Background: an optimization exercise with open tools, aiming at a short achievable clock period. Do not read the settings as production practice.
The RTL was checked by simulation tests, not by an equivalence proof against the original design.
Power is estimated from default activity; no workload was simulated.

==> run a <==
// shared_fifo_bank_top
module shared_fifo_bank_top (
  input  logic       clk,
  input  logic       reset,
  input  logic       i__push_valid,
  input  logic [4:0] i__push_flow_id,
  input  logic [7:0] i__push_data,
  output logic       o__push_ready,
  input  logic       i__reinsert_valid,
  input  logic [7:0] i__reinsert_data,
  input  logic [4:0] i__pop_flow_id,
  input  logic       i__pop,
  output logic       o__pop_valid,
  output logic [7:0] o__pop_data,
  output logic [6:0] o__pop_flow_count,
  output logic [6:0] o__free_count,
  output logic       o__overflow
);
clock: 9.0 ns
lec_check: 0
abc_clock_period_in_ps: 3000
cap_margin: 20
core_margin: 2
core_utilization: 40
setup_slack_margin: 4.5
slew_margin: 20
synth_hierarchical: 1
run.sh (not shown) runs the stock make flow with config.mk's settings and CLKGATE_MAP_FILE= SYNTH_SCRIPT=/design/flow/synth_recipe.tcl, a recipe that flattens the netlist after the stock synthesis.
==> run b: changes against run a <==
--- a/flow/design.v
+++ b/flow/design.v
@@ -113,20 +113,20 @@
       out_flows[f*OUT_W +: OUT_W]                 = {nonempty[f], head_data[f], count[f]};
       cnt_flows[f*2*CNT_WIDTH +: 2*CNT_WIDTH]     = {count[f], count_dec[f]};
     end
   logic [NUM_FLOWS-1:0] ok_dec;
   logic [OUT_W-1:0] out_vec;
   logic [3:0]       rdy_lo, rdy_hi;
   assign {o__pop_valid, o__pop_data, o__pop_flow_count} = out_vec;
-  for (genvar q = 0; q < (OUT_W + 1) / 2; q++) begin : g_outq
+  for (genvar q = 0; q < (OUT_W + 3) / 4; q++) begin : g_outq
     logic [3:0] out_lo, out_hi;
     shared_fifo_predec u_out_dec (
       .flow_id(i__pop_flow_id), .block(1'b0), .lo(out_lo), .hi(out_hi)
     );
-    for (genvar b = 2*q; b < 2*q + 2 && b < OUT_W; b++) begin : g_out
+    for (genvar b = 4*q; b < 4*q + 4 && b < OUT_W; b++) begin : g_out
       logic [NUM_FLOWS-1:0] bit_flows;
       for (genvar f = 0; f < NUM_FLOWS; f++) begin : g_f
         assign bit_flows[f] = out_flows[f*OUT_W + b];
       end
       shared_fifo_sel16 u_sel (.lo(out_lo), .hi(out_hi), .flows(bit_flows), .out(out_vec[b]));
     end
   end
Settings changed: SETUP_SLACK_MARGIN 4.5 to 4.6.
==> flow_summary.toml <==
[run_status]
status = "complete, no violations"

[cells_and_area]
clockNetworkAreaShare = 0.0563
area_growth_pct = 16.1
final.clkbuf_count = 251

[power]
p_int_mw = 17.8
power_density_nw_per_um2 = 236
sw_frac_of_total = 0.333

[sta]
period_minus_slack_ns = 5.19
skew_ns = 0.0819

[setup_path]
r2r_end = "u_bank.g_flow[15].u_flow.pushable"
The numbers above come from run a.

==> flow_summary.toml <==
[floorplanning]
n_tap_cell = 3185

[power]
power_density_nw_per_um2 = 239
p_int_mw = 17.9

[run_status]
status = "complete, no violations"

[cells_and_area]
final.clkbuf_count = 240
reg.largest.list = "u_bank.g_ent.u_ent.data: 512 flops, u_bank.g_ent.u_ent.pos: 384 flops, u_bank.g_ent.u_ent.flow: 256 flops"
n_antenna_cell = 2
clockNetworkAreaShare = 0.0579

[sta]
period_minus_slack_ns = 5.02
skew_ns = 0.100
slew_headroom = 0.219

[setup_path]
r2r_end = "u_bank.u_free_list.alloc_oh[39]"

[cts]
cts_buffer_depth = 3
The numbers above come from run b.


========
==> run X: inputs <==
Another version of the RTL of shared_fifo_bank_top (not shown whole).
clock: 9.0 ns
lec_check: 0
abc_clock_period_in_ps: 3000
cap_margin: 20
core_margin: 2
core_utilization: 40
setup_slack_margin: 4.5
slew_margin: 20
==> run G (differences from run X) <==
--- a/flow/design.v
+++ b/flow/design.v
@@ -87,16 +87,12 @@
   logic [DATA_WIDTH-1:0]  enq_data;
   logic [PTR_WIDTH-1:0]   enq_pos;
   logic [CNT_WIDTH-1:0]   cnt_pop, cnt_push;
   logic [DATA_WIDTH-1:0]  second_data;
   logic [TOTAL_DEPTH-1:0] ent_pop, ent_head_pop, ent_write, freed_oh;
   logic [NUM_FLOWS-1:0]   pop_hit, enq_hit;
-  logic [CNT_WIDTH-1:0] count_inc [NUM_FLOWS];
-  logic [CNT_WIDTH-1:0] count_dec [NUM_FLOWS];
-  logic [CNT_WIDTH-1:0] free_inc, free_dec;
-  logic                 two_free;
   assign pop_sel       = i__pop_flow_id[SEL_WIDTH-1:0];
   assign push_sel      = i__push_flow_id[SEL_WIDTH-1:0];
   assign pop_in_range  = (i__pop_flow_id < IDX_WIDTH'(NUM_FLOWS));
   assign push_in_range = (i__push_flow_id < IDX_WIDTH'(NUM_FLOWS));
   assign cnt_pop  = count[pop_sel];
   assign cnt_push = count[push_sel];
@@ -112,19 +108,14 @@
   assign reinsert_drop = i__reinsert_valid && !reinsert_ok;
   assign reuse         = i__reinsert_valid && do_pop;
   assign enq_valid     = reinsert_ok || do_push;
   assign alloc         = enq_valid && !reuse;
   assign enq_sel  = i__reinsert_valid ? pop_sel : push_sel;
   assign enq_data = i__reinsert_valid ? i__reinsert_data : i__push_data;
-  logic [CNT_WIDTH-1:0] cnt_pop_dec, cnt_push_dec;
-  assign cnt_pop_dec  = count_dec[pop_sel];
-  assign cnt_push_dec = count_dec[push_sel];
-  always_comb begin
-    if (i__reinsert_valid) enq_pos = PTR_WIDTH'(do_pop ? cnt_pop_dec : cnt_pop);
-    else enq_pos = PTR_WIDTH'((do_pop && pop_sel == push_sel) ? cnt_push_dec : cnt_push);
-  end
+  assign enq_pos  = i__reinsert_valid ? PTR_WIDTH'(cnt_pop - CNT_WIDTH'(do_pop))
+                                      : PTR_WIDTH'(cnt_push - CNT_WIDTH'(do_pop && pop_sel == push_sel));
   always_comb begin
     second_data = '0;
     for (int i = 0; i < TOTAL_DEPTH; i++) begin
       ent_pop[i]      = do_pop && ent_used[i] && (ent_flow[i] == pop_sel);
       ent_head_pop[i] = ent_pop[i] && (ent_pos[i] == '0);
       ent_write[i]    = (alloc && alloc_oh[i]) || (reuse && ent_head_pop[i]);
@@ -167,33 +158,18 @@
         ent_data[i] <= enq_data;
       end else if (ent_pop[i]) begin
         ent_pos[i]  <= ent_pos[i] - PTR_WIDTH'(1);
       end
     end
   end
+  logic [CNT_WIDTH-1:0] count_nx [NUM_FLOWS];
+  logic [CNT_WIDTH-1:0] free_nx;
   always_comb begin
-    free_inc = free_count + CNT_WIDTH'(1);
-    free_dec = free_count - CNT_WIDTH'(1);
-    two_free = (free_count == CNT_WIDTH'(2));
-    for (int f = 0; f < NUM_FLOWS; f++) begin
-      count_inc[f] = count[f] + CNT_WIDTH'(1);
-      count_dec[f] = count[f] - CNT_WIDTH'(1);
-    end
-  end
-  logic full_nx, one_free_nx;
-  always_comb begin
-    if (enq_valid && !do_pop) begin
-      full_nx     = one_free;
-      one_free_nx = two_free;
-    end else if (do_pop && !enq_valid) begin
-      full_nx     = 1'b0;
-      one_free_nx = full;
-    end else begin
-      full_nx     = full;
-      one_free_nx = one_free;
-    end
+    free_nx = free_count + CNT_WIDTH'(do_pop) - CNT_WIDTH'(enq_valid);
+    for (int f = 0; f < NUM_FLOWS; f++)
+      count_nx[f] = count[f] + CNT_WIDTH'(enq_hit[f]) - CNT_WIDTH'(pop_hit[f]);
   end
   always_ff @(posedge clk or negedge reset) begin
     if (!reset) begin
       for (int f = 0; f < NUM_FLOWS; f++) begin
         count[f]     <= '0;
         head_data[f] <= '0;
@@ -203,28 +179,19 @@
       free_count <= CNT_WIDTH'(TOTAL_DEPTH);
       full       <= 1'b0;
       one_free   <= 1'b0;
       overflow_q <= 1'b0;
     end else begin
       if (reinsert_drop) overflow_q <= 1'b1;
-      if (enq_valid && !do_pop)      free_count <= free_dec;
-      else if (do_pop && !enq_valid) free_count <= free_inc;
-      full     <= full_nx;
-      one_free <= one_free_nx;
+      free_count <= free_nx;
+      full       <= (free_nx == '0);
+      one_free   <= (free_nx == CNT_WIDTH'(1));
       for (int f = 0; f < NUM_FLOWS; f++) begin
-        if (enq_hit[f] && !pop_hit[f]) begin
-          count[f]    <= count_inc[f];
-          nonempty[f] <= 1'b1;
-          pushable[f] <= (count[f] < CNT_WIDTH'(MAX_PER_FLOW - 1)) && !full_nx;
-        end else if (pop_hit[f] && !enq_hit[f]) begin
-          count[f]    <= count_dec[f];
-          nonempty[f] <= (count[f] != CNT_WIDTH'(1));
-          pushable[f] <= (count[f] < CNT_WIDTH'(MAX_PER_FLOW + 1)) && !full_nx;
-        end else begin
-          pushable[f] <= (count[f] < CNT_WIDTH'(MAX_PER_FLOW)) && !full_nx;
-        end
+        count[f]    <= count_nx[f];
+        nonempty[f] <= (count_nx[f] != '0);
+        pushable[f] <= (count_nx[f] < CNT_WIDTH'(MAX_PER_FLOW)) && (free_nx != '0);
         if (pop_hit[f]) begin
           if (count[f] != CNT_WIDTH'(1)) head_data[f] <= second_data;
           else if (enq_hit[f])           head_data[f] <= enq_data;
           else                           head_data[f] <= '0;
         end else if (enq_hit[f] && !nonempty[f]) begin
           head_data[f] <= enq_data;
==> flow/config.mk (replaced) <==
export PLATFORM = sky130hd
export DESIGN_NAME = shared_fifo_bank_top
export DESIGN_NICKNAME = shared_fifo_bank_top
export VERILOG_FILES = /design/flow/design.v
export SDC_FILE = /design/flow/constraint.sdc
export NUM_CORES = 4
export LEC_CHECK = 0
export CAP_MARGIN = 20
export CORE_MARGIN = 2
export CORE_UTILIZATION = 40
export SETUP_SLACK_MARGIN = 0.3
export SLEW_MARGIN = 20
==> run C (differences from run X) <==
--- a/flow/design.v
+++ b/flow/design.v
@@ -97,20 +97,38 @@
   assign pop_sel       = i__pop_flow_id[SEL_WIDTH-1:0];
   assign push_sel      = i__push_flow_id[SEL_WIDTH-1:0];
   assign pop_in_range  = (i__pop_flow_id < IDX_WIDTH'(NUM_FLOWS));
   assign push_in_range = (i__push_flow_id < IDX_WIDTH'(NUM_FLOWS));
   assign cnt_pop  = count[pop_sel];
   assign cnt_push = count[push_sel];
-  assign o__pop_valid      = pop_in_range && nonempty[pop_sel];
-  assign o__pop_data       = pop_in_range ? head_data[pop_sel] : '0;
-  assign o__pop_flow_count = pop_in_range ? cnt_pop : '0;
+  logic [NUM_FLOWS*(1+DATA_WIDTH+CNT_WIDTH)-1:0] out_flows;
+  always_comb
+    for (int f = 0; f < NUM_FLOWS; f++)
+      out_flows[f*(1+DATA_WIDTH+CNT_WIDTH) +: 1+DATA_WIDTH+CNT_WIDTH] = {nonempty[f], head_data[f], count[f]};
+  shared_fifo_out_sel #(
+    .NUM_FLOWS(NUM_FLOWS),
+    .WIDTH    (1+DATA_WIDTH+CNT_WIDTH),
+    .IDX_WIDTH(IDX_WIDTH)
+  ) u_out_sel (
+    .flow_id (i__pop_flow_id),
+    .flows   (out_flows),
+    .sel     ({o__pop_valid, o__pop_data, o__pop_flow_count})
+  );
+  shared_fifo_ready_sel #(
+    .NUM_FLOWS(NUM_FLOWS),
+    .IDX_WIDTH(IDX_WIDTH)
+  ) u_ready_sel (
+    .flow_id (i__push_flow_id),
+    .block   (i__reinsert_valid),
+    .flows   (pushable),
+    .ready   (o__push_ready)
+  );
   assign o__free_count     = free_count;
   assign o__overflow       = overflow_q;
-  assign o__push_ready = !i__reinsert_valid && push_in_range && pushable[push_sel];
-  assign do_pop        = i__pop && o__pop_valid;
-  assign do_push       = i__push_valid && o__push_ready;
+  assign do_pop        = i__pop && pop_in_range && nonempty[pop_sel];
+  assign do_push       = i__push_valid && !i__reinsert_valid && push_in_range && pushable[push_sel];
   assign reinsert_ok   = i__reinsert_valid && pop_in_range && (!full || do_pop);
   assign reinsert_drop = i__reinsert_valid && !reinsert_ok;
   assign reuse         = i__reinsert_valid && do_pop;
   assign enq_valid     = reinsert_ok || do_push;
   assign alloc         = enq_valid && !reuse;
   assign enq_sel  = i__reinsert_valid ? pop_sel : push_sel;
@@ -230,12 +248,63 @@
           head_data[f] <= enq_data;
         end
       end
     end
   end
 endmodule
+module shared_fifo_out_sel
+#(
+  parameter int NUM_FLOWS = 16,
+  parameter int WIDTH     = 16,
+  parameter int IDX_WIDTH = 5
+) (
+  input  logic [IDX_WIDTH-1:0]       flow_id,
+  input  logic [NUM_FLOWS*WIDTH-1:0] flows,
+  output logic [WIDTH-1:0]           sel
+);
+  logic [WIDTH-1:0] grp [NUM_FLOWS/4];
+  always_comb begin
+    for (int g = 0; g < NUM_FLOWS/4; g++) begin
+      case (flow_id[1:0])
+        2'd0: grp[g] = flows[(4*g)*WIDTH +: WIDTH];
+        2'd1: grp[g] = flows[(4*g+1)*WIDTH +: WIDTH];
+        2'd2: grp[g] = flows[(4*g+2)*WIDTH +: WIDTH];
+        default: grp[g] = flows[(4*g+3)*WIDTH +: WIDTH];
+      endcase
+    end
+    case (flow_id[3:2])
+      2'd0: sel = grp[0];
+      2'd1: sel = grp[1];
+      2'd2: sel = grp[2];
+      default: sel = grp[3];
+    endcase
+    if (flow_id >= IDX_WIDTH'(NUM_FLOWS)) sel = '0;
+  end
+endmodule
+module shared_fifo_ready_sel
+#(
+  parameter int NUM_FLOWS = 16,
+  parameter int IDX_WIDTH = 5
+) (
+  input  logic [IDX_WIDTH-1:0] flow_id,
+  input  logic                 block,
+  input  logic [NUM_FLOWS-1:0] flows,
+  output logic                 ready
+);
+  logic sel;
+  shared_fifo_out_sel #(
+    .NUM_FLOWS(NUM_FLOWS),
+    .WIDTH    (1),
+    .IDX_WIDTH(IDX_WIDTH)
+  ) u_sel (
+    .flow_id (flow_id),
+    .flows   (flows),
+    .sel     (sel)
+  );
+  assign ready = sel && !block;
+endmodule
 module shared_fifo_bank_top (
   input  logic       clk,
   input  logic       reset,
   input  logic       i__push_valid,
   input  logic [4:0] i__push_flow_id,
   input  logic [7:0] i__push_data,
--- a/flow/config.mk
+++ b/flow/config.mk
@@ -8,6 +8,7 @@
 export ABC_CLOCK_PERIOD_IN_PS = 3000
 export CAP_MARGIN = 20
 export CORE_MARGIN = 2
 export CORE_UTILIZATION = 40
 export SETUP_SLACK_MARGIN = 4.5
 export SLEW_MARGIN = 20
+export SYNTH_HIERARCHICAL = 1
==> notes <==
- Run C finished with timing, DRC and antenna clean. Run G completed, yet does not pass: max-capacitance violations. Run X finished clean.
- In run G the synthesized cell count is smaller than in run C, by about 7%.
- Of run G and run X, run X has the higher clock power (gap about 0.8%, measured against run X).
- Of run G and run X, run X has the higher hold slack (gap 18 ps).
- Sequential power, lowest first: run C, run G, run X.
- Combinational power: run C < run G < run X.
- Of run C and run G, run C has the higher non-clock buffer count (gap 223).

re-timing with driven ports:
The flow's constraints put no driver on any port. The routed layouts listed below were extracted and timed again, unchanged, in two steps.
Step 1: set_driving_cell puts a clkbuf_16 on clk and a buf_2 on each other input, an assumption about the parent block.
Step 2 also shifts input and output timing later by t, the mid clock arrival at the registers, as if the neighbouring blocks saw the same clock.
a / b / c = ideal / step 1 / step 2; a / b = the first two.
run | t, ns | setup WS [ns] | worst setup path after step 2
run a | 0.924 | 3.809 / 3.243 / 2.727 | input to register
run b | 0.953 | 3.983 / 3.435 / 3.093 | input to register
run X | 0.934 | 3.480 / 3.061 / 2.902 | input to register
run G | 0.905 | 1.662 / 1.606 / 1.043 | input to register
run C | 0.935 | 3.796 / 3.327 / 2.951 | input to register
The setup slack of run a, which loses most, moves by -0.566 ns with the drivers and by -1.082 ns with both steps.
